Source: an optimization exercise on an open RTL-to-GDS flow (aim: small area and a short achievable clock period). Production flows keep margins and buffers that such runs may drop.
RTL that was checked went through simulation tests only; none was proved equivalent to the original.
For runs 2 to 7, only the layout was checked, not whether the RTL still works.
Power figures rest on the tool's default switching activity, not on a simulated workload.

[design/flow/config.mk]
export PLATFORM = sky130hd
export DESIGN_NAME = rs_alu
export DESIGN_NICKNAME = rs_alu
export VERILOG_FILES = /design/flow/design.v
export SDC_FILE = /design/flow/constraint.sdc
export NUM_CORES = 4
export LEC_CHECK = 0
export CAP_MARGIN = 20
export CORE_MARGIN = 2
export CORE_UTILIZATION = 40
export SLEW_MARGIN = 20
[design/flow/constraint.sdc]
create_clock -name core_clock -period 7.5 [get_ports {clk}]
set_input_delay 1.5000 -clock core_clock [delete_from_list [all_inputs] [get_ports {clk}]]
set_output_delay 1.5000 -clock core_clock [all_outputs]
set_load 0.01 [all_outputs]
[design/flow/design.v]
`timescale 1ns/1ps
package rs_pkg;
  localparam int N_ENT     = 8;
  localparam int ENT_SEL   = 3;
  localparam int TAG_W     = 6;    
  localparam int DATA_W    = 32;
  localparam int SPECTAG_W = 5;
  localparam int AGE_W     = 6;    
  localparam int DLY_W     = 3;    
  localparam int OP_W      = 4;
  typedef enum logic [OP_W-1:0] {
    ALU_ADD  = 4'd0,
    ALU_SUB  = 4'd1,
    ALU_AND  = 4'd2,
    ALU_OR   = 4'd3,
    ALU_XOR  = 4'd4,
    ALU_SLL  = 4'd5,
    ALU_SRL  = 4'd6,
    ALU_SRA  = 4'd7,
    ALU_SLT  = 4'd8,
    ALU_SLTU = 4'd9
  } alu_op_e;
  typedef struct packed {
    logic [TAG_W-1:0]     src_a;
    logic [TAG_W-1:0]     src_b;
    logic [DATA_W-1:0]    imm;
    logic [TAG_W-1:0]     dest;
    logic                 dest_valid;
    alu_op_e              alu_op;
    logic [SPECTAG_W-1:0] spectag;
    logic [AGE_W-1:0]     age;
    logic [DLY_W-1:0]     delay;     
  } rs_payload_t;
  localparam int PL_W = 2*TAG_W + DATA_W + TAG_W + 1 + OP_W + SPECTAG_W + AGE_W + DLY_W;   
  localparam int OFS_DLY  = 0;
  localparam int OFS_AGE  = OFS_DLY + DLY_W;
  localparam int OFS_STAG = OFS_AGE + AGE_W;
  localparam int OFS_OP   = OFS_STAG + SPECTAG_W;
  localparam int OFS_DV   = OFS_OP + OP_W;
  localparam int OFS_DEST = OFS_DV + 1;
  localparam int OFS_IMM  = OFS_DEST + TAG_W;
  localparam int OFS_SRCB = OFS_IMM + DATA_W;
  localparam int OFS_SRCA = OFS_SRCB + TAG_W;
endpackage
`timescale 1ns/1ps
import rs_pkg::*;
module rs_alloc (
  input  logic             disp_valid,
  input  logic [N_ENT-1:0] busy,
  output logic [N_ENT-1:0] we,            
  output logic             full
);
  always_comb
  begin
    for (int i = 0; i < N_ENT; i++)
    begin
      we[i] = disp_valid && !busy[i];
      for (int k = 0; k < i; k++)
        we[i] = we[i] && busy[k];
    end
  end
  assign full = &busy;
endmodule
`timescale 1ns/1ps
import rs_pkg::*;
module rs_entry (
  input  logic                 clk,
  input  logic                 rst,
  input  logic                 we,
  input  rs_pkg::rs_payload_t  wr_payload,
  input  logic                 wr_rdy_a,
  input  logic                 wr_rdy_b,
  input  logic                 wr_specbit,
  input  logic                 grant,
  output logic                 ready,
  output logic                 busy,
  output rs_pkg::rs_payload_t  payload,
  output logic                 specbit_o,
  input  logic                 wk_valid,
  input  logic [TAG_W-1:0]     wk_tag,
  input  logic                 wk_d0,       
  input  logic [DLY_W-1:0]     wk_load,     
  input  logic                 br_valid,
  input  logic                 br_success,
  input  logic [SPECTAG_W-1:0] br_tag
);
  localparam logic [DLY_W-1:0] WAIT = '1;
  rs_pkg::rs_payload_t pl;
  logic             specbit;
  logic [DLY_W-1:0] cnt [2];
  logic [TAG_W-1:0] src_tag [2];
  logic [TAG_W-1:0] new_tag [2];
  logic [1:0]       new_rdy;
  logic [1:0]       hit;
  logic [1:0]       new_hit;
  logic [1:0]       src_rdy;
  logic             br_match;
  logic             kill;
  logic             disp_br_match;
  logic             disp_kill;
  always_comb
  begin
    src_tag[0] = pl.src_a;
    src_tag[1] = pl.src_b;
    new_tag[0] = wr_payload.src_a;
    new_tag[1] = wr_payload.src_b;
    new_rdy    = {wr_rdy_b, wr_rdy_a};
    for (int s = 0; s < 2; s++)
    begin
      hit[s]     = wk_valid && (wk_tag == src_tag[s]);
      new_hit[s] = wk_valid && (wk_tag == new_tag[s]);
      src_rdy[s] = (cnt[s] == WAIT) ? (hit[s] && wk_d0) : (cnt[s] == '0);
    end
  end
  assign br_match      = br_valid && (br_tag == pl.spectag);
  assign kill          = br_match && !br_success && specbit;
  assign disp_br_match = br_valid && (br_tag == wr_payload.spectag);
  assign disp_kill     = disp_br_match && !br_success && wr_specbit;
  always_ff @(posedge clk)
  begin
    if (!rst)
      busy <= 1'b0;
    else if (we)
      busy <= !disp_kill;
    else if (grant || kill)
      busy <= 1'b0;
  end
  always_ff @(posedge clk)
  begin
    if (we)
    begin
      specbit <= wr_specbit && !disp_br_match;
      for (int s = 0; s < 2; s++)
        cnt[s] <= new_rdy[s] ? '0 : new_hit[s] ? wk_load : WAIT;
    end
    else
    begin
      if (br_match && br_success)
        specbit <= 1'b0;
      for (int s = 0; s < 2; s++)
      begin
        if (cnt[s] == WAIT)
        begin
          if (hit[s])
            cnt[s] <= wk_load;
        end
        else if (cnt[s] != '0)
          cnt[s] <= cnt[s] - 1'b1;
      end
    end
  end
  always_ff @(posedge clk)
  begin
    if (we)
      pl <= wr_payload;
  end
  assign ready     = busy && src_rdy[0] && src_rdy[1];
  assign payload   = pl;
  assign specbit_o = specbit;
endmodule
`timescale 1ns/1ps
import rs_pkg::*;
module rs_issue_select (
  input  logic                  clk,
  input  logic [N_ENT-1:0]      we,
  input  logic [AGE_W-1:0]      wr_age,
  input  logic [N_ENT*AGE_W-1:0] ages,       
  input  logic [N_ENT-1:0]      ready,
  output logic [N_ENT-1:0]      grant,
  output logic                  any
);
  logic             older [N_ENT][N_ENT];
  logic [N_ENT-1:0] le;      
  logic [N_ENT-1:0] lt;      
  always_comb
  begin
    for (int k = 0; k < N_ENT; k++)
    begin
      le[k] = ages[k*AGE_W +: AGE_W] <= wr_age;
      lt[k] = ages[k*AGE_W +: AGE_W] <  wr_age;
    end
  end
  always_ff @(posedge clk)
  begin
    for (int i = 0; i < N_ENT; i++)
      for (int j = i + 1; j < N_ENT; j++)
        if (we[j])
          older[i][j] <= le[i];        
        else if (we[i])
          older[i][j] <= !lt[j];       
  end
  always_comb
  begin
    for (int j = 0; j < N_ENT; j++)
    begin
      grant[j] = ready[j];
      for (int i = 0; i < N_ENT; i++)
        if (i < j)
          grant[j] = grant[j] && !(ready[i] && older[i][j]);
        else if (i > j)
          grant[j] = grant[j] && !(ready[i] && !older[j][i]);
    end
  end
  assign any = |ready;
endmodule
`timescale 1ns/1ps
import rs_pkg::*;
module rs_alu (
  input  logic                 clk,
  input  logic                 rst,
  input  logic                 disp_valid,
  input  logic [TAG_W-1:0]     disp_src_a,
  input  logic [TAG_W-1:0]     disp_src_b,
  input  logic [TAG_W-1:0]     disp_dest,
  input  logic                 disp_rdy_a,
  input  logic                 disp_rdy_b,
  input  logic [DATA_W-1:0]    disp_imm,
  input  logic                 disp_dest_valid,
  input  logic [OP_W-1:0]      disp_alu_op,
  input  logic [SPECTAG_W-1:0] disp_spectag,
  input  logic                 disp_specbit,
  input  logic [AGE_W-1:0]     disp_age,
  input  logic [DLY_W-1:0]     disp_delay,
  input  logic                 br_valid,
  input  logic                 br_success,
  input  logic [SPECTAG_W-1:0] br_tag,
  output logic                 full,
  output logic                 issue_valid,
  output logic [TAG_W-1:0]     issue_src_a,
  output logic [TAG_W-1:0]     issue_src_b,
  output logic [TAG_W-1:0]     issue_dest,
  output logic [DATA_W-1:0]    issue_imm,
  output logic                 issue_dest_valid,
  output logic [OP_W-1:0]      issue_alu_op,
  output logic [SPECTAG_W-1:0] issue_spectag,
  output logic                 issue_specbit
);
  rs_pkg::rs_payload_t       disp_payload;
  logic [N_ENT*PL_W-1:0]     payloads;
  logic [N_ENT-1:0]          we;
  logic [N_ENT-1:0]          ready;
  logic [N_ENT-1:0]          busy;
  logic [N_ENT-1:0]          specbits;
  logic [N_ENT-1:0]          grant;
  logic                      any;
  logic [N_ENT*AGE_W-1:0]    ages;
  logic [N_ENT-1:0]          iss_sel;
  logic [TAG_W-1:0]          iss_dest;
  logic                      iss_dv;
  logic [DLY_W-1:0]          iss_dly;
  logic                      wk_valid;
  logic                      wk_d0;
  logic [DLY_W-1:0]          wk_load;
  always_comb
  begin
    disp_payload.src_a      = disp_src_a;
    disp_payload.src_b      = disp_src_b;
    disp_payload.imm        = disp_imm;
    disp_payload.dest       = disp_dest;
    disp_payload.dest_valid = disp_dest_valid;
    disp_payload.alu_op     = rs_pkg::alu_op_e'(disp_alu_op);
    disp_payload.spectag    = disp_spectag;
    disp_payload.age        = disp_age;
    disp_payload.delay      = disp_delay;
  end
  rs_alloc u_alloc (
    .disp_valid (disp_valid),
    .busy       (busy),
    .we         (we),
    .full       (full)
  );
  assign wk_valid = issue_valid && iss_dv;
  assign wk_d0    = (iss_dly == '0);
  assign wk_load  = wk_d0 ? '0 : iss_dly - 1'b1;
  genvar g;
  generate
    for (g = 0; g < N_ENT; g++)
    begin : g_ent
      rs_entry u_ent (
        .clk        (clk),
        .rst        (rst),
        .we         (we[g]),
        .wr_payload (disp_payload),
        .wr_rdy_a   (disp_rdy_a),
        .wr_rdy_b   (disp_rdy_b),
        .wr_specbit (disp_specbit),
        .grant      (grant[g]),
        .ready      (ready[g]),
        .busy       (busy[g]),
        .payload    (payloads[g*PL_W +: PL_W]),
        .specbit_o  (specbits[g]),
        .wk_valid   (wk_valid),
        .wk_tag     (iss_dest),
        .wk_d0      (wk_d0),
        .wk_load    (wk_load),
        .br_valid   (br_valid),
        .br_success (br_success),
        .br_tag     (br_tag)
      );
    end
  endgenerate
  always_comb
  begin
    for (int i = 0; i < N_ENT; i++)
    begin
      ages[i*AGE_W +: AGE_W] = payloads[i*PL_W+OFS_AGE +: AGE_W];
    end
  end
  rs_issue_select u_sel (
    .clk    (clk),
    .we     (we),
    .wr_age (disp_age),
    .ages   (ages),
    .ready  (ready),
    .grant  (grant),
    .any    (any)
  );
  always_ff @(posedge clk)
  begin
    if (!rst)
      issue_valid <= 1'b0;
    else
      issue_valid <= any;
  end
  always_ff @(posedge clk)
  begin
    logic [TAG_W-1:0]     d;
    logic                 dv;
    logic [DLY_W-1:0]     dl;
    logic                 sb;
    d  = '0;
    dv = 1'b0;
    dl = '0;
    sb = 1'b0;
    for (int i = 0; i < N_ENT; i++)
    begin
      d  = d  | ({TAG_W{grant[i]}} & payloads[i*PL_W+OFS_DEST +: TAG_W]);
      dv = dv | (grant[i] & payloads[i*PL_W+OFS_DV]);
      dl = dl | ({DLY_W{grant[i]}} & payloads[i*PL_W+OFS_DLY +: DLY_W]);
      sb = sb | (grant[i] & specbits[i]);
    end
    iss_sel       <= grant;
    iss_dest      <= d;
    iss_dv        <= dv;
    iss_dly       <= dl;
    issue_specbit <= sb;
  end
  always_comb
  begin
    issue_src_a   = '0;
    issue_src_b   = '0;
    issue_imm     = '0;
    issue_alu_op  = '0;
    issue_spectag = '0;
    for (int i = 0; i < N_ENT; i++)
    begin
      issue_src_a   = issue_src_a   | ({TAG_W{iss_sel[i]}}     & payloads[i*PL_W+OFS_SRCA +: TAG_W]);
      issue_src_b   = issue_src_b   | ({TAG_W{iss_sel[i]}}     & payloads[i*PL_W+OFS_SRCB +: TAG_W]);
      issue_imm     = issue_imm     | ({DATA_W{iss_sel[i]}}    & payloads[i*PL_W+OFS_IMM +: DATA_W]);
      issue_alu_op  = issue_alu_op  | ({OP_W{iss_sel[i]}}      & payloads[i*PL_W+OFS_OP +: OP_W]);
      issue_spectag = issue_spectag | ({SPECTAG_W{iss_sel[i]}} & payloads[i*PL_W+OFS_STAG +: SPECTAG_W]);
    end
  end
  assign issue_dest       = iss_dest;
  assign issue_dest_valid = iss_dv;
endmodule
[design/flow/run.sh]
#!/bin/bash
# synth_recipe.tcl (not shown) runs the flow's synth.tcl, then flattens the netlist and writes it again
# the make line also repeats each setting of config.mk as NAME=value (left out here)
make -C /OpenROAD-flow-scripts/flow DESIGN_CONFIG=/design/flow/config.mk WORK_HOME=/design/flow/orfs CLKGATE_MAP_FILE= SYNTH_SCRIPT=/design/flow/synth_recipe.tcl finish
==> impl_metrics.tcl, run 1 <==
set metrics [dict create \
    clockBufferDepth 3 \
    drive_gt1_share_pct 7.26 \
    drtIter0Drc 1838 \
    h-tree-depth 3 \
    crit_path_end_kind "output port" \
    netlist_area_sq_um 29100 \
    cts_tree "built" \
    avgSynthCellArea_sq_um 14.1 \
    ys.flop_type "edfxtp_1" \
    final_nets 2381 \
    path_cells "buf_4, a22oi_1, nand4_1, clkdlybuf4s50_1" \
    synth-edff-count 636 \
    finalCritPeriodShare_pct 61.3 \
    multi_input_area_sq_um 8670 \
    p_leak_nw 11.4 \
    rsz0062_at_grt "false" \
    cp.required_ns 6.00 \
    timing_worst_setup_path_type "reg -> out" \
    area_growth_pct 16.0 \
    vdd_drop_max_uv 204 \
    design_area_sq_um 33800 \
    grt_max_degree 69 \
    fillers 6324 \
    route.detailed.drc 0 \
    yosys_warnings 8 \
    wl_per_cell_microns 25.5 \
    synth.most_common_cell "edfxtp_1" \
    first_pass_iters 6 \
    vias 18695 \
    crit_family "buffers and inverters" \
    max_freq_mhz 217 \
    synth_common_cells "edfxtp_1, a22oi_1, nand2_1, nand4_1, xnor2_1" \
    die_h_microns 274 \
    p_per_area_nw_per_um2 259 \
    cp_num_buf_inv 2 \
    cts.repair.resized 0 \
    fin_cells 3210 \
    ctsHoldBuffers 0 \
    cts_inserted_buffers 70 \
    io_pins 145 \
    final-setup-viol-count 0 \
    die_x_microns 274 \
    antenna_found_initial 8 \
    cts_setup_buffers 0 \
    grt_use_met1_pct 29.3 \
    grt_pass1_vias 18794 \
    dieArea_sq_um 75000 \
    critPathMaxStageDelay_ns 0.93 \
    ys_types 64 \
    tightestPinTransition_ns 1.18 \
    total_power_mw 8.75 \
    hold_violations 0 \
    reg2regPathDepth 9 \
    synth_top_cell_area_share_pct 65.5 \
    cts_root_buffer "clkbuf_16" \
    worstPathArrival_ns 3.10 \
    hold_class "reg -> reg" \
    hpwl_microns 50800 \
    path_max_fanout 27 \
    start_kind "flop" \
    crit_slowest_cell "dfxtp_2" \
    fin_worst_skew_ns 0.0229 \
    dp_cells 3079 \
    whs_endpoint "iss_dest[0]" \
    cts.sinks 664 \
    run_status "timing/DRC/antenna clean" \
    utilization_pct 47.0 \
    maxSlewViolCount 0 \
    ant_nets 0 \
    path_clk_slew_ns 0.06 \
    overflow 0 \
    use_met2_pct 35.3 \
    syn_nets 2253 \
    yosysTopAreaCell "edfxtp_1" \
    grt_pass1_wl_microns 121000 \
    placed_cell_area_sq_um 31500 \
    hold_depth 2 \
    ys_seq_area_share_pct 67.5 \
    rows 98 \
    synth_cells 2074 \
    reg2reg_to "issue_specbit" \
    coreArea_sq_um 71900 \
    setup-tns-final_ns 0 \
    synth_area_leaders "edfxtp_1, a22oi_1, ha_1" \
    port_buffers 144 \
    busiest_layer "met2" \
    gp_congestion 0.865 \
    routed_wl_microns 81800 \
    hold_path.startpoint "g_ent[5].u_ent.pl[19]" \
    viasPerCell 5.82 \
    grt_use_total_pct 21.7 \
    rr_startpoint "iss_dly[0]" \
    async_flop_share_pct 0 \
    clock_latency_ns 0.61 \
    drv_cap 0 \
    met3_usage_pct 4.22 \
    relSlewSlack_pct 21.4 \
    layout_min_cycle_time_ns 4.60 \
    start_util_pct 40.6 \
    layout.area.seq_sq_um 19700 \
    reg2reg_slack_ns 3.46 \
    synth-seq-cells 664 \
]
-- flip-flops by register name, summed over array words and instances, names as in the netlist, 3 cells and up --
| signal | count |
|---|---|
| g_ent.u_ent.pl | 552 |
| g_ent.u_ent.cnt | 48 |
| g_ent.u_ent.specbit | 8 |
| u_sel.older | 28 |
| g_ent.u_ent.busy | 8 |
| iss_sel | 8 |
| iss_dest | 6 |
| iss_dly | 3 |
-- cells by family after synthesis --
kind of cell | after synthesis | share of synthesized area [%]
muxes | 37 | 1.27
AOI/OAI and AO/OA | 473 | 11.3
buffers and inverters | 189 | 2.92
DFF | 664 | 67.5
xor gates and xnor gates | 153 | 4.60
adders and majority gates | 97 | 4.16
and+or+nand+nor | 461 | 8.30
-- layout by cell type (no fill, tap or decap), types with 20 or more instances in the layout --
cell type,n
inv_1,67
a21oi_1,84
xor2_1,48
nand3_1,38
mux2i_1,37
nand2_1,141
xnor2_1,105
o21ai_0,57
dfxtp_1,20
nand4_1,115
buf_4,24
edfxtp_1,636
nor2_1,44
ha_1,97
clkdlybuf4s50_1,144
a22oi_1,239
nor3_1,23
clkbuf_16,73
-- where the power goes --
| group | total [mW] | internal (mW) | switching [mW] | leakage, nW |
|---|---|---|---|---|
| Combinational | 0.869 | 0.341 | 0.529 | 4.15 |
| Sequential | 4.39 | 4.28 | 0.107 | 6.10 |
| Clock | 3.49 | 2.06 | 1.44 | 1.12 |
| Total | 8.75 | 6.68 | 2.07 | 11.4 |
-- metrics by stage --
step                      hold slack [ns]  worst slack [ns]
final                               0.480              2.90
after global routing                0.505              2.74
after CTS                           0.471              2.86
after detailed placement            0.468              2.64
after global placement              0.460              2.63
after floorplan                     0.453              2.37
-- routing by layer --
metal	share of wire, %	up-vias
li1	-	8308
met1	42	9464
met2	48	782
met3	8.0	131
met4	2.3	10
met5	0.082	-
-- final cells by class --
cell class / count / area share (%)
flip-flops and latches: 664 / 58.2
multi-input cells: 1221 / 25.6
clock buffers: 93 / 5.80
repair buffers: 169 / 4.88
well taps: 950 / 3.52
clock inverters: 35 / 1.04
inverters: 76 / 0.903
diodes: 2 / 0.0148
-- tightest hold or removal path: stages (launching register included) --
cell	delay [ns]
edfxtp_1	0.32
a22oi_1	0.06
nand3b_1	0.07
-- worst max-delay path by stage --
stage	startpoint	to	slack, ns	cells past startpoint
5_1_grt	iss_sel[1]	issue_spectag[2]	2.74	4
6_report	iss_sel[1]	issue_spectag[2]	2.90	4
3_3_place_gp	disp_valid	g_ent[7].u_ent.pl[4]	2.63	7
2_1_floorplan	disp_valid	g_ent[5].u_ent.cnt[0][0]	2.37	8
3_5_place_dp	disp_valid	g_ent[7].u_ent.pl[5]	2.64	7
4_1_cts	iss_sel[1]	issue_spectag[2]	2.86	4
==> run 2, diff against run 1 <==
--- a/design/flow/design.v
+++ b/design/flow/design.v
@@ -246,3 +246,2 @@
   logic [N_ENT*AGE_W-1:0]    ages;
-  logic [N_ENT-1:0]          iss_sel;
   logic [TAG_W-1:0]          iss_dest;
@@ -326,9 +325,5 @@
   begin
-    logic [TAG_W-1:0]     d;
-    logic                 dv;
-    logic [DLY_W-1:0]     dl;
-    logic                 sb;
-    d  = '0;
-    dv = 1'b0;
-    dl = '0;
+    logic [PL_W-1:0] p;
+    logic            sb;
+    p  = '0;
     sb = 1'b0;
@@ -336,29 +331,15 @@
     begin
-      d  = d  | ({TAG_W{grant[i]}} & payloads[i*PL_W+OFS_DEST +: TAG_W]);
-      dv = dv | (grant[i] & payloads[i*PL_W+OFS_DV]);
-      dl = dl | ({DLY_W{grant[i]}} & payloads[i*PL_W+OFS_DLY +: DLY_W]);
+      p  = p  | ({PL_W{grant[i]}} & payloads[i*PL_W +: PL_W]);
       sb = sb | (grant[i] & specbits[i]);
     end
-    iss_sel       <= grant;
-    iss_dest      <= d;
-    iss_dv        <= dv;
-    iss_dly       <= dl;
+    issue_src_a   <= p[OFS_SRCA +: TAG_W];
+    issue_src_b   <= p[OFS_SRCB +: TAG_W];
+    issue_imm     <= p[OFS_IMM +: DATA_W];
+    issue_alu_op  <= p[OFS_OP +: OP_W];
+    issue_spectag <= p[OFS_STAG +: SPECTAG_W];
+    iss_dest      <= p[OFS_DEST +: TAG_W];
+    iss_dv        <= p[OFS_DV];
+    iss_dly       <= p[OFS_DLY +: DLY_W];
     issue_specbit <= sb;
   end
-  always_comb
-  begin
-    issue_src_a   = '0;
-    issue_src_b   = '0;
-    issue_imm     = '0;
-    issue_alu_op  = '0;
-    issue_spectag = '0;
-    for (int i = 0; i < N_ENT; i++)
-    begin
-      issue_src_a   = issue_src_a   | ({TAG_W{iss_sel[i]}}     & payloads[i*PL_W+OFS_SRCA +: TAG_W]);
-      issue_src_b   = issue_src_b   | ({TAG_W{iss_sel[i]}}     & payloads[i*PL_W+OFS_SRCB +: TAG_W]);
-      issue_imm     = issue_imm     | ({DATA_W{iss_sel[i]}}    & payloads[i*PL_W+OFS_IMM +: DATA_W]);
-      issue_alu_op  = issue_alu_op  | ({OP_W{iss_sel[i]}}      & payloads[i*PL_W+OFS_OP +: OP_W]);
-      issue_spectag = issue_spectag | ({SPECTAG_W{iss_sel[i]}} & payloads[i*PL_W+OFS_STAG +: SPECTAG_W]);
-    end
-  end
   assign issue_dest       = iss_dest;
--- a/design/flow/config.mk
+++ b/design/flow/config.mk
@@ -7,2 +7,3 @@
 export LEC_CHECK = 0
+export ABC_AREA = 1
 export CAP_MARGIN = 20
@@ -10,2 +11,3 @@
 export CORE_UTILIZATION = 40
+export SETUP_SLACK_MARGIN = 4.8
 export SLEW_MARGIN = 20
==> run 2 against run 1 <==
Worst setup slack improved by 1.3 ns; synthesized cell count increased by 53%; flip-flop and latch count increased by 45; via count increased by 47%; largest power group unchanged; die area increased by 12%; largest cell class unchanged; area after synthesis increased by 13%; clock skew increased by 0.011 ns; critical path depth increased by 1; critical path type unchanged; combinational power increased by 78%.
==> impl_metrics.tcl, run 2 <==
set metrics [dict create \
    run_status "timing/DRC/antenna clean" \
    overflow 0 \
    path_clk_slew_ns 0.07 \
    design_area_sq_um 44500 \
    total_power_mw 10.1 \
    drtIter0Drc 3250 \
    p_int_mw 7.35 \
    dieArea_sq_um 84400 \
    drive_gt1_share_pct 26.8 \
    viasPerCell 5.83 \
    ys.flop_type "edfxtp_1" \
    netlist_area_sq_um 32800 \
    reg2reg_to "issue_imm[12]" \
    fin_ws_ns 4.20 \
    max_freq_mhz 303 \
    die_h_microns 290 \
    vdd_drop_max_uv 165 \
    rsz0062_at_grt "true" \
    async_flop_share_pct 0 \
    hold_violations 0 \
    io_pins 145 \
    grt_pass1_wl_microns 171000 \
    drv_cap 0 \
    setup-tns-final_ns 0 \
    coreArea_sq_um 81700 \
    synth_area_leaders "edfxtp_1, nand3_1, nand2_1" \
    fin_worst_skew_ns 0.0341 \
    synth-seq-cells 709 \
    multi_input_area_sq_um 12800 \
    layout.area.seq_sq_um 20600 \
    fin_cells 4704 \
    hold_path.startpoint "g_ent[5].u_ent.busy" \
    final_cell_mix "edfxtp_1, nand2_1, nand3_1, inv_1, nor2_1" \
    ys_types 42 \
    timing_worst_setup_path_type "reg -> out" \
    dp_slack_ns 2.82 \
    synth_top_cell_area_share_pct 58.2 \
    area_growth_pct 35.7 \
    finalCritPeriodShare_pct 44.0 \
    reg_top3 "g_ent.u_ent.pl (552), g_ent.u_ent.cnt (48), issue_imm (32)" \
    p_per_area_nw_per_um2 226 \
    cts.sinks 709 \
    largest_reg_flops 552 \
    ys_seq_area_share_pct 62.6 \
    whs_endpoint "g_ent[5].u_ent.busy" \
    syn_nets 3358 \
    vias 27444 \
    final-setup-viol-count 0 \
    antenna_found_initial 6 \
    netSwitchingPower_mw 2.70 \
    ant_nets 0 \
    layout_min_cycle_time_ns 3.30 \
    cp.required_ns 6.00 \
    fillers 6689 \
    synth_cells 3179 \
    wl_per_cell_microns 27.1 \
    avgSynthCellArea_sq_um 10.3 \
    rr_startpoint "iss_dly[1]" \
    routed_wl_microns 128000 \
    ctsHoldBuffers 0 \
    h-tree-depth 3 \
    switching_share_pct 26.9 \
    hold_depth 2 \
    route.detailed.drc 0 \
    path_max_fanout 2 \
    hpwl_microns 57400 \
    yosys_warnings 8 \
    grt_use_total_pct 27.7 \
    p_clk_share_pct 37.2 \
    rows 105 \
    mostFrequentLayoutCell "edfxtp_1" \
    yosysTopAreaCell "edfxtp_1" \
    share_seq_of_total_power_pct 47.3 \
    start_kind "flop" \
    clockBufferDepth 3 \
    grt_max_degree 66 \
    placed_cell_area_sq_um 35400 \
    combPwrFrac_pct 15.5 \
    worstPathArrival_ns 1.80 \
    port_buffers 144 \
    clock_latency_ns 0.65 \
    cts_inserted_buffers 77 \
    reg2regPathDepth 21 \
    largest-register "g_ent.u_ent.pl" \
    grt_pass1_vias 25388 \
    synth.most_common_cell "nand2_1" \
    reg2reg_slack_ns 4.38 \
    dp_cells 4269 \
    maxSlewViolCount 0 \
    final_nets 3746 \
    cts_tree "built" \
    synth-edff-count 636 \
    start_util_pct 40.2 \
    cts_root_buffer "clkbuf_16" \
    tightestPinTransition_ns 0.824 \
    gp_congestion 0.912 \
    synth_common_cells "nand2_1, edfxtp_1, nand3_1, nor2_1, inv_1" \
    relSlewSlack_pct 45.0 \
    die_x_microns 290 \
    first_pass_iters 6 \
    hold_class "reg -> reg" \
    p_leak_nw 17.7 \
    crit_path_end_kind "output port" \
]
run 2: worst max path at each step:
stage          slack (ns)                        to                 from
2_1_floorplan        1.87  g_ent[7].u_ent.cnt[0][0]           disp_valid
3_3_place_gp         2.85            u_sel.older[7]           disp_valid
3_5_place_dp         2.82           u_sel.older[23]           disp_valid
4_1_cts              4.09                      full  g_ent[0].u_ent.busy
5_1_grt              4.16                      full  g_ent[0].u_ent.busy
6_report             4.20                      full  g_ent[0].u_ent.busy
run 2: layer usage:
layer  up-vias  part of all wire (%)  track usage [%]
li1      11916                     -                -
met1     13291                    36             35.3
met2      1753                    45             42.9
met3       476                    12             6.68
met4         8                   7.3             16.8
met5         -                 0.038                0
run 2: per-stage QoR:
step | util, % | hold slack (ns)
floorplan | - | 0.513
global placement | 43.3 | 0.528
detailed placement | 43.3 | 0.530
CTS | 51.3 | 0.542
global route | 54.5 | 0.547
finish | 54.5 | 0.529
run 2: cell families after synthesis:
| family | after synthesis | synth area share [%] |
|---|---|---|
| and+or+nand+nor | 1657 | 22.0 |
| DFF | 709 | 62.6 |
| buffers and inverters | 389 | 5.58 |
| AOI/OAI and AO/OA | 291 | 5.13 |
| adders and majority gates | 97 | 3.70 |
| xor gates and xnor gates | 36 | 0.960 |
run 2: timing repair:
item,4_1_cts,5_1_grt
cloned,60,20
buffers inserted,132,77
endpoints found under the setup margin,744,215
pin swaps,82,258
gates resized for setup,632,410
run 2: worst max-delay path, stage by stage (launching register included):
cell	delay, ns
dfxtp_4	0.36
nand2_4	0.06
nor3_4	0.18
inv_2	0.07
nor4_4	0.29
buf_2	0.22
run 2: final cells by class:
type                            count  share of cell area [%]
Inverter                          224                    2.11
Tap cell                         1070                    3.01
Timing Repair inverter              3                  0.0449
Clock inverter                     37                   0.629
Antenna cell                        2                  0.0112
Timing Repair Buffer              462                    14.2
Multi-Input combinational cell   2090                    28.8
Sequential cell                   709                    46.3
Clock buffer                      107                    4.86
run 2: power by group through the flow:
stage / clock network, mW / logic, mW / registers (mW)
after floorplan: 0 / 0.912 / 4.81
after global placement: 0 / 1.26 / 4.83
after detailed placement: 0 / 1.28 / 4.84
after CTS: 3.74 / 1.40 / 4.75
after global routing: 3.91 / 1.72 / 4.78
final: 3.74 / 1.55 / 4.75
==> run 3, diff against run 2 <==
--- a/design/flow/config.mk
+++ b/design/flow/config.mk
@@ -7,3 +7,2 @@
 export LEC_CHECK = 0
-export ABC_AREA = 1
 export CAP_MARGIN = 20
==> run 3 against run 2 <==
Largest cell class unchanged; power down 0.50%; clock skew down 0.0049 ns; final area decreased by 2.4%; critical path depth rose by 9; largest power group unchanged; via count decreased by 10%; register-to-register slack lost 0.31 ns; count of clock-buffer cells in the layout fell by 1; wire length shrank 1.3%; clock power up 8.0%; global-route usage increased by 0.69 points.
==> impl_metrics.tcl, run 3 <==
set metrics [dict create \
    run_status "timing/DRC/antenna clean" \
    ys.flop_type "edfxtp_1" \
    rr_startpoint "iss_dest[0]" \
    synth_common_cells "edfxtp_1, nand3_1, and3_1, nand2_1, nor2_1" \
    avgSynthCellArea_sq_um 12.7 \
    vdd_drop_max_uv 190 \
    met3_usage_pct 7.87 \
    busiest_layer "met2" \
    first_pass_iters 6 \
    drive_gt1_share_pct 30.4 \
    largest_reg_flops 552 \
    hold_violations 0 \
    path_cells "buf_12, buf_12, buf_4, xnor2_1, nand4_1, buf_4, o31a_1, or3_1, o2111a_2, buf_6, clkbuf_16, and3_4, a2111oi_4, nand3_1" \
    synth_top_cell_area_share_pct 59.4 \
    path_clk_slew_ns 0.06 \
    reg_top3 "g_ent.u_ent.pl (552), g_ent.u_ent.cnt (48), issue_imm (32)" \
    timing_worst_setup_path_type "reg -> reg" \
    rows 103 \
    reg2reg_slack_ns 4.07 \
    reg2reg_to "issue_src_b[1]" \
    max_freq_mhz 292 \
    synth_cells 2528 \
    yosys_warnings 8 \
    clockBufferDepth 3 \
    syn_nets 2707 \
    p_leak_nw 16.2 \
    cts_root_buffer "clkbuf_16" \
    grt_pass1_vias 23905 \
    io_pins 145 \
    wl_per_cell_microns 31.3 \
    crit_path_end "issue_src_b[1]" \
    mostFrequentLayoutCell "edfxtp_1" \
    crit_slowest_cell "dfxtp_4" \
    critPathMaxStageDelay_ns 0.39 \
    critical_path.startpoint "iss_dest[0]" \
    whs_ns 0.472 \
    reg2regPathDepth 14 \
    cts_inserted_buffers 79 \
    p_per_area_nw_per_um2 230 \
    yosysTopAreaCell "edfxtp_1" \
    drv_cap 0 \
    die_x_microns 288 \
    grt_use_met1_pct 37.0 \
    setup-tns-final_ns 0 \
    fin_worst_skew_ns 0.0292 \
    route.detailed.drc 0 \
    finalCritPeriodShare_pct 45.7 \
    relSlewSlack_pct 38.2 \
    final_nets 3074 \
    synth-seq-cells 709 \
    h-tree-depth 3 \
    worstPathArrival_ns 3.95 \
    netlist_area_sq_um 32200 \
    viasPerCell 6.13 \
    rsz0062_at_grt "true" \
    ys_types 64 \
    synth-edff-count 636 \
    start_kind "flop" \
    use_met2_pct 43.9 \
    maxSlewViolCount 0 \
    cts.sinks 709 \
    final_cell_mix "edfxtp_1, nand3_1, buf_4, nor2_1, nand2_1" \
    clock_latency_ns 0.66 \
    coreArea_sq_um 79300 \
    antenna_found_initial 16 \
    port_buffers 144 \
    dieArea_sq_um 82700 \
    layout_min_cycle_time_ns 3.43 \
    crit_path_end_kind "flop" \
    grt_max_degree 76 \
    path_max_fanout 7 \
    cp.required_ns 8.02 \
    largest-register "g_ent.u_ent.pl" \
    grt_use_total_pct 28.4 \
    async_flop_share_pct 0 \
    routed_wl_microns 126000 \
    start_util_pct 40.6 \
    final-setup-viol-count 0 \
    drtIter0Drc 3450 \
    hold_class "reg -> reg" \
    vias 24629 \
    dp_slack_ns 2.73 \
    synth.most_common_cell "edfxtp_1" \
    cts_tree "built" \
    grt_pass1_wl_microns 169000 \
    die_h_microns 288 \
    gp_congestion 0.934 \
    ant_nets 0 \
    hpwl_microns 60500 \
    synth_area_leaders "edfxtp_1, dfxtp_1, ha_1" \
    overflow 0 \
    area_growth_pct 35.1 \
    tightestPinTransition_ns 0.926 \
    hold_depth 2 \
    fin_ws_ns 4.07 \
    ys_seq_area_share_pct 63.9 \
]
[run 3: cell count changes after synthesis, sizes merged, moves of 32 or more]
cell	before	now
xnor2	24	109
nor2	274	154
o21ai	136	57
a2111oi	0	59
buf	128	52
clkbuf	37	106
xor2	12	44
nand2	749	168
nand3	552	233
inv	213	65
and3	2	192
mux2i	0	40
a22oi	0	125
[run 3: logic make-up after synthesis]
group | after synthesis | share of synthesized area (%)
DFF | 709 | 63.9
adders and majority gates | 97 | 3.77
buffers and inverters | 226 | 3.08
muxes | 40 | 1.24
AOI/OAI and AO/OA | 400 | 9.52
xor gates and xnor gates | 153 | 4.17
and+or+nand+nor | 903 | 14.3
[run 3: per-stage QoR]
stage	cells	total power, mW	cell area [sq um]	utilization (%)
after detailed placement	3602	5.79	36000	45.4
after CTS	3929	9.95	42000	52.9
after global placement	3602	5.74	36000	45.4
final	4016	10.0	43500	54.8
after floorplan	2528	5.40	34200	-
after global routing	4011	10.3	43400	54.8
[run 3: repair_timing]
action                                 4_1_cts  5_1_grt
setup endpoints to repair                  831      290
hold buffers                                 0        0
buffers inserted                           144       63
endpoints found under the hold margin        0        0
resized for setup                          658      164
cloned                                      36       19
pin swaps                                   98      139
[run 3: worst min-delay path by stage]
stage | startpoint | end | slack (ns)
2_1_floorplan | g_ent[6].u_ent.pl[23] | iss_dest[4] | 0.43
3_3_place_gp | g_ent[6].u_ent.pl[20] | iss_dest[1] | 0.45
3_5_place_dp | g_ent[6].u_ent.pl[20] | iss_dest[1] | 0.46
4_1_cts | g_ent[6].u_ent.pl[20] | iss_dest[1] | 0.47
5_1_grt | g_ent[6].u_ent.pl[49] | issue_imm[24] | 0.50
6_report | g_ent[6].u_ent.pl[18] | iss_dv | 0.47
[run 3: final cells by class]
| type | count | area (sq um) |
|---|---|---|
| timing repair inverter | 5 | 58.8 |
| tap | 1050 | 1310 |
| fill | 6380 | 35800 |
| multi-input combinational | 1599 | 13300 |
| sequential | 709 | 20700 |
| clock inverter | 41 | 522 |
| antenna | 5 | 12.5 |
| timing repair buffer | 433 | 5030 |
| inverter | 68 | 402 |
| clock buffer | 106 | 2180 |
[run 3: power breakdown]
group	internal, mW	total (mW)	switching [mW]
Clock	2.35	4.04	1.69
Sequential	4.52	4.64	0.119
Combinational	0.513	1.32	0.812
[run 3: layer usage]
metal	vias up	part of all wire [%]
met5	-	0.065
met2	1581	45
met1	12281	38
li1	10367	-
met4	12	5.5
met3	388	12
[run 3: worst max-delay path, delay by kind of cell, from the launching register on]
| family | cells | cell delay [ns] |
|---|---|---|
| flip-flops | 1 | 0.39 |
| buffers and inverters | 6 | 0.96 |
| AO/OA/AOI/OAI | 3 | 1.03 |
| AND/OR/NAND/NOR | 4 | 0.73 |
| XOR/XNOR | 1 | 0.17 |
==> run 4, diff against run 3 <==
--- a/design/flow/config.mk
+++ b/design/flow/config.mk
@@ -12 +12,2 @@
 export SLEW_MARGIN = 20
+export TNS_END_PERCENT = 0
==> run 4 against run 3 <==
Largest cell class unchanged; global-route usage decreased by 3.1 points; register-to-register slack got worse by 0.03 ns; area after synthesis unchanged; still clean; highest routed layer unchanged; combinational power fell by 7%; largest power group unchanged; flip-flop and latch count unchanged; synthesized cell count is the same; sequential power about the same.
==> impl_metrics.tcl, run 4 <==
set metrics [dict create \
    largest_reg_flops 552 \
    layout_min_cycle_time_ns 3.46 \
    synth-edff-count 636 \
    grt_pass1_vias 22954 \
    die_x_microns 288 \
    cp.required_ns 7.95 \
    fin_ws_ns 4.04 \
    p_per_area_nw_per_um2 247 \
    relSlewSlack_pct 32.1 \
    dp_cells 3607 \
    io_pins 145 \
    viasPerCell 6.00 \
    async_flop_share_pct 0 \
    h-tree-depth 3 \
    cts.sinks 709 \
    routed_wl_microns 109000 \
    start_kind "flop" \
    p_leak_nw 14.8 \
    gp_congestion 0.943 \
    path_cells "and3_4, nand4_1, o31ai_4, buf_12, and2_2, a22oi_2, buf_12, and4b_2, buf_4, a22oi_1, nand4b_1" \
    first_pass_iters 6 \
    vdd_drop_max_uv 188 \
    path_clk_slew_ns 0.06 \
    utilization_pct 50.2 \
    clock_latency_ns 0.65 \
    whs_ns 0.453 \
    layout.area.seq_sq_um 20600 \
    yosys_warnings 8 \
    setup-tns-final_ns 0 \
    avgSynthCellArea_sq_um 12.7 \
    synth_area_leaders "edfxtp_1, dfxtp_1, ha_1" \
    final_cell_mix "edfxtp_1, nand3_1, and3_1, nand2_1, nor2_1" \
    synth.most_common_cell "edfxtp_1" \
    synth_top_cell_area_share_pct 59.4 \
    drive_gt1_share_pct 15.1 \
    crit_slowest_cell "dfxtp_1" \
    cp_num_buf_inv 3 \
    vias 23133 \
    hpwl_microns 60400 \
    overflow 0 \
    netlist_area_sq_um 32200 \
    multi_input_area_sq_um 11600 \
    coreArea_sq_um 79300 \
    final_nets 2913 \
    final-setup-viol-count 0 \
    path_max_fanout 63 \
    syn_nets 2707 \
    route.detailed.drc 0 \
    cts_inserted_buffers 79 \
    antenna_found_initial 15 \
    synth-seq-cells 709 \
    crit_top_cell "buf_12" \
    grt_pass1_wl_microns 154000 \
    grt_max_degree 76 \
    maxSlewViolCount 0 \
    ys_seq_area_share_pct 63.9 \
    critPathMaxStageDelay_ns 0.63 \
    ys.flop_type "edfxtp_1" \
    reg_top3 "g_ent.u_ent.pl (552), g_ent.u_ent.cnt (48), issue_imm (32)" \
    drtIter0Drc 2936 \
    start_util_pct 40.6 \
    largest-register "g_ent.u_ent.pl" \
    synth_common_cells "edfxtp_1, nand3_1, and3_1, nand2_1, nor2_1" \
    fillers 6726 \
    synth_cells 2528 \
    die_h_microns 288 \
    ys_types 64 \
    finalCritPeriodShare_pct 46.2 \
    area_growth_pct 23.8 \
    ant_nets 0 \
    drv_cap 0 \
    fin_cells 3855 \
    cts_root_buffer "clkbuf_16" \
    rsz0062_at_grt "true" \
    dp_slack_ns 2.45 \
    hold_class "reg -> reg" \
    worstPathArrival_ns 3.91 \
    crit_path_end_kind "flop" \
    timing_worst_setup_path_type "reg -> reg" \
    grt_use_total_pct 25.3 \
    dieArea_sq_um 82700 \
    fin_worst_skew_ns 0.0332 \
    port_buffers 144 \
    max_freq_mhz 289 \
    total_power_mw 9.83 \
    yosysTopAreaCell "edfxtp_1" \
    wl_per_cell_microns 28.3 \
    run_status "timing/DRC/antenna clean" \
    rows 103 \
    clockBufferDepth 3 \
    mostFrequentLayoutCell "edfxtp_1" \
    hold_violations 0 \
    ctsHoldBuffers 0 \
    placed_cell_area_sq_um 34600 \
    cts_tree "built" \
    design_area_sq_um 39800 \
    tightestPinTransition_ns 1.02 \
    crit_family "simple AND/OR/NAND/NOR gates" \
]
-- run 4: per-layer routing --
layer,vias to the layer above,GRT usage (%),wire (microns)
met3,258,5.28,10300
met1,11639,34.1,44100
met5,-,0,124
met4,20,9.06,4080
li1,10017,-,-
met2,1199,40.4,50400
-- run 4: cell families (layout without fill, tap and decap cells) --
kind of cell	Yosys count	count (layout)	share of synthesized area, %
and+or+nand+nor	903	907	14.3
other	0	5	0
DFF	709	709	63.9
adders and majority gates	97	97	3.77
buffers and inverters	226	494	3.08
muxes	40	40	1.24
AOI/OAI and AO/OA	400	400	9.52
xor gates and xnor gates	153	153	4.17
-- run 4: timing repair --
action	in CTS	in global routing
setup buffers	49	22
setup endpoints to repair	839	844
gates resized for setup	227	75
cloned	14	11
pin swaps	38	41
-- run 4: where the power goes --
group	leakage, nW	switching [mW]	internal (mW)
combinational	7.07	0.761	0.472
clock	1.31	1.64	2.31
sequential	6.46	0.114	4.53
total	14.8	2.52	7.31
-- run 4: final timing paths --
| path | depth (start not counted) | to | slack (ns) | startpoint |
|---|---|---|---|---|
| worst min-delay path | 2 | iss_dest[4] | 0.45 | g_ent[6].u_ent.pl[23] |
| worst min register to register | 2 | iss_dest[4] | 0.45 | g_ent[6].u_ent.pl[23] |
| worst max-delay path | 11 | issue_imm[4] | 4.04 | issue_valid |
| worst max register to register | 11 | issue_imm[4] | 4.04 | issue_valid |
-- run 4: worst min-delay path, stage by stage (launching register included) --
cell and delay [ns]:
edfxtp_1 0.32, nand2_1 0.04, nand4b_1 0.07
-- run 4: layout make-up --
| class | count | share of cell area, % |
|---|---|---|
| diodes | 5 | 0.0314 |
| clock buffers | 110 | 5.62 |
| clock inverters | 37 | 1.08 |
| inverters | 68 | 0.933 |
| multi-input cells | 1597 | 29.2 |
| flip-flops and latches | 709 | 51.7 |
| well taps | 1050 | 3.30 |
| repair buffers | 278 | 8.16 |
| repair inverters | 1 | 0.0220 |
==> run 5, diff against run 4 <==
--- a/design/flow/config.mk
+++ b/design/flow/config.mk
@@ -9,4 +9,4 @@
 export CORE_MARGIN = 2
-export CORE_UTILIZATION = 40
-export SETUP_SLACK_MARGIN = 4.8
+export CORE_UTILIZATION = 60
+export SETUP_SLACK_MARGIN = 4.5
 export SLEW_MARGIN = 20
==> run 5 against run 4 <==
Final area fell by 1.0%; still clean; final cell count down 9.2%; sequential share of layout area up 0.52 points; synthesized cell count stayed put; largest power group unchanged; sequential power hardly changed; count of clock-buffer cells in the layout down 10; first-iteration DRC count rose by 6.6%; combinational power hardly changed; clock power down 6.3%.
==> impl_metrics.tcl, run 5 <==
set metrics [dict create \
    maxSlewViolCount 0 \
    start_util_pct 61.0 \
    cts_inserted_buffers 74 \
    io_pins 145 \
    multi_input_area_sq_um 11800 \
    crit_slowest_cell "dfxtp_4" \
    path_cells "buf_12, buf_12, xnor2_1, nand4_1, o31ai_4, nand2_4, buf_4, o22a_2, and3_4, buf_8, a22oi_1, nand3_1" \
    rsz0062_at_grt "true" \
    cts_root_buffer "clkbuf_16" \
    final_nets 2928 \
    reg_top3 "g_ent.u_ent.pl (552), g_ent.u_ent.cnt (48), issue_imm (32)" \
    cp_num_buf_inv 4 \
    worstPathArrival_ns 3.80 \
    ys_types 64 \
    ys.flop_type "edfxtp_1" \
    coreArea_sq_um 52800 \
    cts.sinks 709 \
    synth_common_cells "edfxtp_1, nand3_1, and3_1, nand2_1, nor2_1" \
    grt_pass1_vias 22745 \
    netSwitchingPower_mw 2.47 \
    p_per_area_nw_per_um2 243 \
    max_freq_mhz 300 \
    hold_violations 0 \
    ys_seq_area_share_pct 63.9 \
    ant_nets 0 \
    netlist_area_sq_um 32200 \
    vdd_drop_max_uv 280 \
    synth-seq-cells 709 \
    drtIter0Drc 3130 \
    final-setup-viol-count 0 \
    run_status "timing/DRC/antenna clean" \
    cp.required_ns 7.96 \
    route.detailed.drc 0 \
    h-tree-depth 3 \
    p_int_mw 7.09 \
    ctsHoldBuffers 0 \
    yosys_warnings 8 \
    synth-edff-count 636 \
    whs_ns 0.468 \
    tightestPinTransition_ns 1.03 \
    overflow 0 \
    setup-tns-final_ns 0 \
    share_seq_of_total_power_pct 48.5 \
    cts_tree "built" \
    routed_wl_microns 105000 \
    utilization_pct 74.7 \
    async_flop_share_pct 0 \
    synth_top_cell_area_share_pct 59.4 \
    layout_min_cycle_time_ns 3.34 \
    grt_pass1_wl_microns 148000 \
    dieArea_sq_um 55500 \
    avgSynthCellArea_sq_um 12.7 \
    synth.most_common_cell "edfxtp_1" \
    crit_path_end_kind "flop" \
    mostFrequentLayoutCell "edfxtp_1" \
    clockBufferDepth 3 \
    grt_use_total_pct 36.3 \
    path_clk_slew_ns 0.06 \
    wl_per_cell_microns 30.1 \
    antenna_found_initial 14 \
    hold_class "reg -> reg" \
    vias 23620 \
    final_cell_mix "edfxtp_1, nand3_1, and3_1, nand2_1, nor2_1" \
    finalCritPeriodShare_pct 44.5 \
    combPwrFrac_pct 12.7 \
    largest-register "g_ent.u_ent.pl" \
    die_h_microns 236 \
    layout.area.seq_sq_um 20600 \
    grt_max_degree 76 \
    fillers 3395 \
    gp_congestion 0.964 \
    placed_cell_area_sq_um 34100 \
    drv_cap 0 \
    clock_latency_ns 0.64 \
    syn_nets 2707 \
    crit_family "compound AO/OA/AOI/OAI gates" \
    p_leak_nw 14.9 \
    start_kind "flop" \
    timing_worst_setup_path_type "reg -> reg" \
    area_growth_pct 22.5 \
    yosysTopAreaCell "edfxtp_1" \
    relSlewSlack_pct 31.4 \
    die_x_microns 236 \
    largest_reg_flops 552 \
    crit_top_cell "buf_12" \
    hpwl_microns 55000 \
    total_power_mw 9.56 \
    critPathMaxStageDelay_ns 0.40 \
    rows 84 \
    switching_share_pct 25.8 \
    synth_cells 2528 \
    first_pass_iters 6 \
    viasPerCell 6.75 \
    synth_area_leaders "edfxtp_1, dfxtp_1, ha_1" \
    path_max_fanout 37 \
    drive_gt1_share_pct 15.9 \
    port_buffers 144 \
    design_area_sq_um 39400 \
    p_clk_share_pct 38.7 \
    fin_worst_skew_ns 0.0181 \
]
run 5: final timing paths:
check | cells after the start | endpoint | slack (ns) | startpoint
min | 2 | issue_imm[8] | 0.47 | g_ent[6].u_ent.pl[33]
max reg2reg | 12 | iss_dly[2] | 4.16 | iss_dest[3]
min reg2reg | 2 | issue_imm[8] | 0.47 | g_ent[6].u_ent.pl[33]
max | 12 | iss_dly[2] | 4.16 | iss_dest[3]
run 5: power groups by stage:
stage	sequential, mW	combinational [mW]	clock [mW]
3_5_place_dp	4.72	1.03	0
4_1_cts	4.63	1.16	3.71
5_1_grt	4.66	1.31	3.86
3_3_place_gp	4.71	0.989	0
2_1_floorplan	4.69	0.672	0
6_report	4.64	1.22	3.70
run 5: per-stage QoR:
stage / worst slack, ns / cells
CTS: 4.19 / 3447
global route: 4.15 / 3500
global placement: 2.76 / 3235
finish: 4.16 / 3500
floorplan: 4.15 / 2528
detailed placement: 2.69 / 3236
run 5: cell type report:
class,count,area share (%)
timing repair inverter,3,0.0921
clock buffer,100,5.15
timing repair buffer,295,8.27
tap,688,2.18
inverter,68,1.02
clock inverter,37,1.03
multi-input combinational,1598,30.0
sequential,709,52.2
antenna,2,0.0127
run 5: routing by layer:
metal	vias to the layer above	share of wire [%]	GRT usage [%]
met5	-	0.098	0
met4	16	5.4	17.7
met3	347	12	8.30
met2	1650	45	56.0
met1	11576	37	48.9
li1	10031	-	-
run 5: worst register-to-register path, cell delays in order (launching register included):
cell and delay [ns]:
dfxtp_4 0.40, buf_12 0.17, buf_12 0.14, xnor2_1 0.18, nand4_1 0.29, o31ai_4 0.40, nand2_4 0.13, buf_4 0.16
o22a_2 0.30, and3_4 0.25, buf_8 0.21, a22oi_1 0.32, nand3_1 0.20
run 5: logic make-up after synthesis:
logic type	share of synthesized area [%]
xor gates and xnor gates	4.17
AOI/OAI and AO/OA	9.52
buffers and inverters	3.08
DFF	63.9
and+or+nand+nor	14.3
adders and majority gates	3.77
muxes	1.24
run 5: what timing repair did:
item                                    CTS  global route
gates resized for setup                 258           110
buffers inserted                         59            42
gates cloned                             15             9
pin swaps                                61            73
endpoints found under the setup margin  761           631
==> run 6, diff against run 5 <==
--- a/design/flow/config.mk
+++ b/design/flow/config.mk
@@ -10,3 +10,3 @@
 export CORE_UTILIZATION = 60
-export SETUP_SLACK_MARGIN = 4.5
+export SETUP_SLACK_MARGIN = 5.0
 export SLEW_MARGIN = 20
==> run 6 against run 5 <==
Still clean; first-iteration DRC count grew 3.0%; worst setup slack got worse by 0.029 ns; final area fell by 1.1%; area after synthesis is the same; critical path type unchanged; highest routed layer unchanged.
==> impl_metrics.tcl, run 6 <==
set metrics [dict create \
    final_cell_mix "edfxtp_1, nand3_1, and3_1, nand2_1, nor2_1" \
    start_kind "flop" \
    coreArea_sq_um 52800 \
    drive_gt1_share_pct 15.2 \
    async_flop_share_pct 0 \
    maxSlewViolCount 0 \
    ys_types 64 \
    p_clk_share_pct 39.0 \
    port_buffers 144 \
    placed_cell_area_sq_um 34200 \
    synth_area_leaders "edfxtp_1, dfxtp_1, ha_1" \
    reg_top3 "g_ent.u_ent.pl (552), g_ent.u_ent.cnt (48), issue_imm (32)" \
    tightestPinTransition_ns 0.990 \
    run_status "timing/DRC/antenna clean" \
    fin_worst_skew_ns 0.0157 \
    vias 23481 \
    path_max_fanout 8 \
    reg2reg_slack_ns 4.13 \
    final_nets 2919 \
    hpwl_microns 57200 \
    p_int_mw 7.13 \
    reg2regPathDepth 12 \
    whs_endpoint "issue_imm[7]" \
    largest_reg_flops 552 \
    synth_cells 2528 \
    timing_worst_setup_path_type "reg -> reg" \
    die_x_microns 236 \
    syn_nets 2707 \
    first_pass_iters 8 \
    cts_tree "built" \
    avgSynthCellArea_sq_um 12.7 \
    reg2reg_to "iss_dest[4]" \
    combPwrFrac_pct 12.3 \
    synth.most_common_cell "edfxtp_1" \
    vdd_drop_max_uv 203 \
    final-setup-viol-count 0 \
    hold_violations 0 \
    grt_pass1_vias 22617 \
    overflow 0 \
    synth-seq-cells 709 \
    ys.flop_type "edfxtp_1" \
    viasPerCell 6.72 \
    io_pins 145 \
    route.detailed.drc 0 \
    critical_path.startpoint "g_ent[1].u_ent.cnt[1][0]" \
    relSlewSlack_pct 33.8 \
    rsz0062_at_grt "true" \
    path_clk_slew_ns 0.06 \
    hold_path.startpoint "g_ent[1].u_ent.pl[32]" \
    finalCritPeriodShare_pct 44.9 \
    setup-tns-final_ns 0 \
    clock_latency_ns 0.63 \
    p_leak_nw 14.7 \
    wl_per_cell_microns 29.9 \
    cts.sinks 709 \
    yosys_warnings 8 \
    netlist_area_sq_um 32200 \
    share_seq_of_total_power_pct 48.8 \
    hold_class "reg -> reg" \
    hold_depth 2 \
    dieArea_sq_um 55500 \
    yosysTopAreaCell "edfxtp_1" \
    grt_pass1_wl_microns 150000 \
    synth_top_cell_area_share_pct 59.4 \
    p_per_area_nw_per_um2 244 \
    h-tree-depth 3 \
    cts_inserted_buffers 75 \
    worstPathArrival_ns 3.80 \
    cts_root_buffer "clkbuf_16" \
    area_growth_pct 21.2 \
    design_area_sq_um 39000 \
    synth-edff-count 636 \
    rows 84 \
    ctsHoldBuffers 0 \
    ant_nets 0 \
    max_freq_mhz 297 \
    cp.required_ns 7.93 \
    ys_seq_area_share_pct 63.9 \
    rr_startpoint "g_ent[1].u_ent.cnt[1][0]" \
    antenna_found_initial 7 \
    drv_cap 0 \
    largest-register "g_ent.u_ent.pl" \
    clockBufferDepth 3 \
    grt_max_degree 76 \
    crit_path_end_kind "flop" \
    mostFrequentLayoutCell "edfxtp_1" \
    drtIter0Drc 3223 \
    netSwitchingPower_mw 2.39 \
    gp_congestion 1.00 \
    start_util_pct 61.0 \
    grt_use_total_pct 37.1 \
    routed_wl_microns 104000 \
    die_h_microns 236 \
    layout_min_cycle_time_ns 3.37 \
    synth_common_cells "edfxtp_1, nand3_1, and3_1, nand2_1, nor2_1" \
    switching_share_pct 25.1 \
]
-- run 6: worst max path at each step --
| stage | cells past startpoint | endpoint | slack (ns) |
|---|---|---|---|
| 2_1_floorplan | 11 | u_sel.older[14] | 4.33 |
| 3_3_place_gp | 8 | u_sel.older[38] | 2.66 |
| 3_5_place_dp | 8 | u_sel.older[38] | 2.65 |
| 4_1_cts | 11 | iss_dest[5] | 4.20 |
| 5_1_grt | 12 | issue_src_b[5] | 4.10 |
| 6_report | 12 | iss_dest[4] | 4.13 |
-- run 6: per-stage QoR --
step | util (%) | hold WS (ns) | instances | worst slack (ns) | power, mW
floorplan | - | 0.434 | 2528 | 4.33 | 5.36
global placement | 64.7 | 0.463 | 3239 | 2.66 | 5.71
detailed placement | 64.7 | 0.464 | 3240 | 2.65 | 5.76
CTS | 72.5 | 0.477 | 3438 | 4.20 | 9.50
global route | 73.9 | 0.496 | 3490 | 4.10 | 9.81
finish | 73.9 | 0.469 | 3492 | 4.13 | 9.52
-- run 6: power by group through the flow --
stage | combinational, mW | sequential (mW) | clock (mW)
after floorplan | 0.674 | 4.69 | 0
after global placement | 0.999 | 4.71 | 0
after detailed placement | 1.03 | 4.72 | 0
after CTS | 1.12 | 4.64 | 3.74
after global routing | 1.25 | 4.66 | 3.90
final | 1.17 | 4.64 | 3.71
-- run 6: cell type report --
cell class                      count  area (sq um)
Sequential cell                   709         20600
Multi-Input combinational cell   1598         11500
Fill cell                        3409         13800
Timing Repair Buffer              285          3160
Tap cell                          688           861
Timing Repair inverter              3          33.8
Clock buffer                      120          2260
Clock inverter                     19           208
Antenna cell                        2          5.00
Inverter                           68           358
-- run 6: what timing repair did --
item / in CTS / in global routing
pin swaps: 62 / 38
resized for setup: 259 / 52
buffers inserted: 41 / 49
gates cloned: 18 / 3
setup endpoints to repair: 832 / 846
-- run 6: critical path, cell delays in order, from the launching register on --
cell	delay [ns]
edfxtp_1	0.41
ha_4	0.18
nand3_1	0.13
or4_4	0.59
o21a_4	0.27
or3_4	0.35
o2111a_2	0.20
buf_12	0.16
buf_16	0.16
and4b_2	0.26
buf_4	0.16
nand2_1	0.06
nand4b_1	0.22
-- run 6: cells by family (layout without fill, tap and decap cells) --
family                     count (synthesis)  count (layout)  synth area share [%]
other                                      0               2                     0
DFF                                      709             709                  63.9
muxes                                     40              40                  1.24
buffers and inverters                    226             495                  3.08
AOI/OAI and AO/OA                        400             400                  9.52
xor gates and xnor gates                 153             153                  4.17
and+or+nand+nor                          903             908                  14.3
adders and majority gates                 97              97                  3.77
-- run 6: per-layer routing --
layer	wire length, microns	up-vias	track usage (%)
li1	-	10021	-
met1	38300	11506	49.2
met2	46700	1597	55.9
met3	13300	351	10.9
met4	6100	6	18.7
met5	39	-	0
==> run 7, diff against run 6 <==
--- a/design/flow/config.mk
+++ b/design/flow/config.mk
@@ -7,2 +7,3 @@
 export LEC_CHECK = 0
+export ABC_CLOCK_PERIOD_IN_PS = 2000
 export CAP_MARGIN = 20
@@ -10,3 +11,3 @@
 export CORE_UTILIZATION = 60
-export SETUP_SLACK_MARGIN = 5.0
+export SETUP_SLACK_MARGIN = 4.5
 export SLEW_MARGIN = 20
==> run 7 against run 6 <==
Final cell count up 0.23%; maximum frequency increased by 0.85%; largest power group unchanged; first-iteration DRC count decreased by 2.9%; hold slack lost 0.00067 ns; largest cell class unchanged; sequential share of layout area shrank 0.64 points; still clean on timing, DRC and antenna; critical path depth is the same.
==> impl_metrics.tcl, run 7 <==
set metrics [dict create \
    synth-edff-count 636 \
    finalCritPeriodShare_pct 44.5 \
    ys_seq_area_share_pct 63.9 \
    run_status "timing/DRC/antenna clean" \
    routed.top_layer "met5" \
    antenna_found_initial 14 \
    drive_gt1_share_pct 15.9 \
    p_leak_nw 14.9 \
    maxSlewViolCount 0 \
    crit_slowest_cell "dfxtp_4" \
    start_kind "flop" \
    path_clk_slew_ns 0.06 \
    overflow 0 \
    h-tree-depth 3 \
    final_cell_mix "edfxtp_1, nand3_1, and3_1, nand2_1, nor2_1" \
    final-setup-viol-count 0 \
    ant_nets 0 \
    met2_length_microns 47500 \
    async_flop_share_pct 0 \
    cts_tree "built" \
    utilization_pct 74.7 \
    largest-register "g_ent.u_ent.pl" \
    dp_slack_ns 2.69 \
    syn_nets 2707 \
    clockBufferDepth 3 \
    hold_class "reg -> reg" \
    crit_path_end_kind "flop" \
    viasPerCell 6.75 \
    path_cells "buf_12, buf_12, xnor2_1, nand4_1, o31ai_4, nand2_4, buf_4, o22a_2, and3_4, buf_8, a22oi_1, nand3_1" \
    grt_max_degree 76 \
    p_per_area_nw_per_um2 243 \
    cts_root_buffer "clkbuf_16" \
    largest_reg_flops 552 \
    wl_met3_microns 12700 \
    ys_types 64 \
    port_buffers 144 \
    synth.most_common_cell "edfxtp_1" \
    synth_top_cell_area_share_pct 59.4 \
    max_freq_mhz 300 \
    yosysTopAreaCell "edfxtp_1" \
    timing_worst_setup_path_type "reg -> reg" \
    grt_use_total_pct 36.3 \
    crit_top_cell "buf_12" \
    fin_worst_skew_ns 0.0181 \
    start_util_pct 61.0 \
    final_nets 2928 \
    setup-tns-final_ns 0 \
    area_growth_pct 22.5 \
    die_x_microns 236 \
    wl_per_cell_microns 30.1 \
    fin_ws_ns 4.16 \
    fin_cells 3500 \
    grt_pass1_vias 22745 \
    vdd_drop_max_uv 280 \
    synth_common_cells "edfxtp_1, nand3_1, and3_1, nand2_1, nor2_1" \
    io_pins 145 \
    vias 23620 \
    grt_pass1_wl_microns 148000 \
    netlist_area_sq_um 32200 \
    rsz0062_at_grt "true" \
    first_pass_iters 6 \
    die_h_microns 236 \
    critPathMaxStageDelay_ns 0.40 \
    synth_cells 2528 \
    synth_area_leaders "edfxtp_1, dfxtp_1, ha_1" \
    mostFrequentLayoutCell "edfxtp_1" \
    dieArea_sq_um 55500 \
    path_max_fanout 37 \
    rows 84 \
    worstPathArrival_ns 3.80 \
    gp_congestion 0.964 \
    drt-met1-wl_microns 39300 \
    cts_inserted_buffers 74 \
    synth-seq-cells 709 \
    cts.sinks 709 \
    ys.flop_type "edfxtp_1" \
    cp.required_ns 7.96 \
    clock_latency_ns 0.64 \
    relSlewSlack_pct 31.4 \
    drtIter0Drc 3130 \
    total_power_mw 9.56 \
    yosys_warnings 8 \
    hold_violations 0 \
    avgSynthCellArea_sq_um 12.7 \
    hpwl_microns 55000 \
    tightestPinTransition_ns 1.03 \
    ctsHoldBuffers 0 \
    fillers 3395 \
    route.detailed.drc 0 \
    drv_cap 0 \
    dp_cells 3236 \
    routed_wl_microns 105000 \
    coreArea_sq_um 52800 \
    layout_min_cycle_time_ns 3.34 \
    reg_top3 "g_ent.u_ent.pl (552), g_ent.u_ent.cnt (48), issue_imm (32)" \
]
==> run 7: cell counts after synthesis <==
Identical to the previous run, type by type.
==> run 7: path summary, 6_finish.rpt <==
path | from | endpoint | slack (ns) | cells past startpoint
worst max register to register | iss_dest[3] | iss_dly[2] | 4.16 | 12
worst min register to register | g_ent[6].u_ent.pl[33] | issue_imm[8] | 0.47 | 2
worst min-delay path | g_ent[6].u_ent.pl[33] | issue_imm[8] | 0.47 | 2
worst max-delay path | iss_dest[3] | iss_dly[2] | 4.16 | 12
==> run 7: stage by stage <==
step           cell area (sq um)  hold WS (ns)
2_1_floorplan              32200         0.434
3_5_place_dp               34100         0.460
5_1_grt                    39400         0.495
6_report                   39400         0.468
3_3_place_gp               34100         0.445
4_1_cts                    38200         0.472
==> run 7: layout make-up <==
| class | count | area (sq um) | area share, % |
|---|---|---|---|
| sequential | 709 | 20600 | 52.2 |
| multi-input combinational | 1598 | 11800 | 30.0 |
| timing repair buffer | 295 | 3260 | 8.27 |
| clock buffer | 100 | 2030 | 5.15 |
| tap | 688 | 861 | 2.18 |
| clock inverter | 37 | 405 | 1.03 |
| inverter | 68 | 403 | 1.02 |
| timing repair inverter | 3 | 36.3 | 0.0921 |
| antenna | 2 | 5.00 | 0.0127 |
==> run 7: logic make-up after synthesis <==
logic type | synth area share (%)
muxes | 1.24
DFF | 63.9
and+or+nand+nor | 14.3
AOI/OAI and AO/OA | 9.52
xor gates and xnor gates | 4.17
buffers and inverters | 3.08
adders and majority gates | 3.77
==> run 7: critical path, delay by kind of cell, from the launching register on <==
kind                      cells  cell delay [ns]
xor gates and xnor gates      1             0.18
and+or+nand+nor               4             0.87
DFF                           1             0.40
AOI/OAI and AO/OA             3             0.98
buffers and inverters         4             0.66
==> run 7: power by group <==
part	internal [mW]	switching [mW]	leakage (nW)
Sequential	4.53	0.116	6.46
Clock	2.10	1.60	1.19
Combinational	0.462	0.753	7.28
Total	7.09	2.47	14.9
==> run 7: layer usage <==
layer	vias up	track usage (%)
li1	10031	-
met2	1650	56.0
met5	-	0
met1	11576	48.9
met3	347	8.30
met4	16	17.7
==> run 7: timing repair <==
action / 4_1_cts / 5_1_grt
cloned: 15 / 9
setup endpoints to repair: 761 / 631
pin swaps: 61 / 73
gates resized for setup: 258 / 110
setup buffers: 59 / 42

## re-timing with driven ports
The results above use ideal ports. As a check the final layouts listed here were re-extracted and re-timed, cells and wires unchanged. Step 1 (the two cells are an assumption about what drives the block):
set clk [get_ports {clk}]
set_driving_cell -lib_cell sky130_fd_sc_hd__clkbuf_16 $clk
set_driving_cell -lib_cell sky130_fd_sc_hd__buf_2 [delete_from_list [all_inputs] $clk]
Step 2 adds t to the input delays and takes it off the output delays; t is the mean of the earliest and latest rising clock arrival at the registers after step 1. Input paths then give back, and output paths get back, about the clock's delay inside the block. Slacks: ideal ports / drivers / drivers and shift; pairs: ideal ports / drivers.
| run | shift t [ns] | setup slack, ns | clock arrival spread, ns |
|---|---|---|---|
| run 1 | 0.661 | 2.899 / 2.838 / 2.547 | 0.029 / 0.029 |
| run 2 | 0.692 | 4.199 / 4.135 / 4.101 | 0.034 / 0.034 |
| run 3 | 0.713 | 4.072 / 4.072 / 3.969 | 0.030 / 0.030 |
| run 4 | 0.700 | 4.037 / 4.037 / 3.457 | 0.033 / 0.033 |
| run 5 | 0.695 | 4.161 / 4.161 / 3.502 | 0.020 / 0.020 |
| run 6 | 0.690 | 4.133 / 4.133 / 3.495 | 0.015 / 0.016 |
| run 7 | 0.695 | 4.161 / 4.161 / 3.502 | 0.020 / 0.020 |
After both steps every run listed still meets setup and hold.
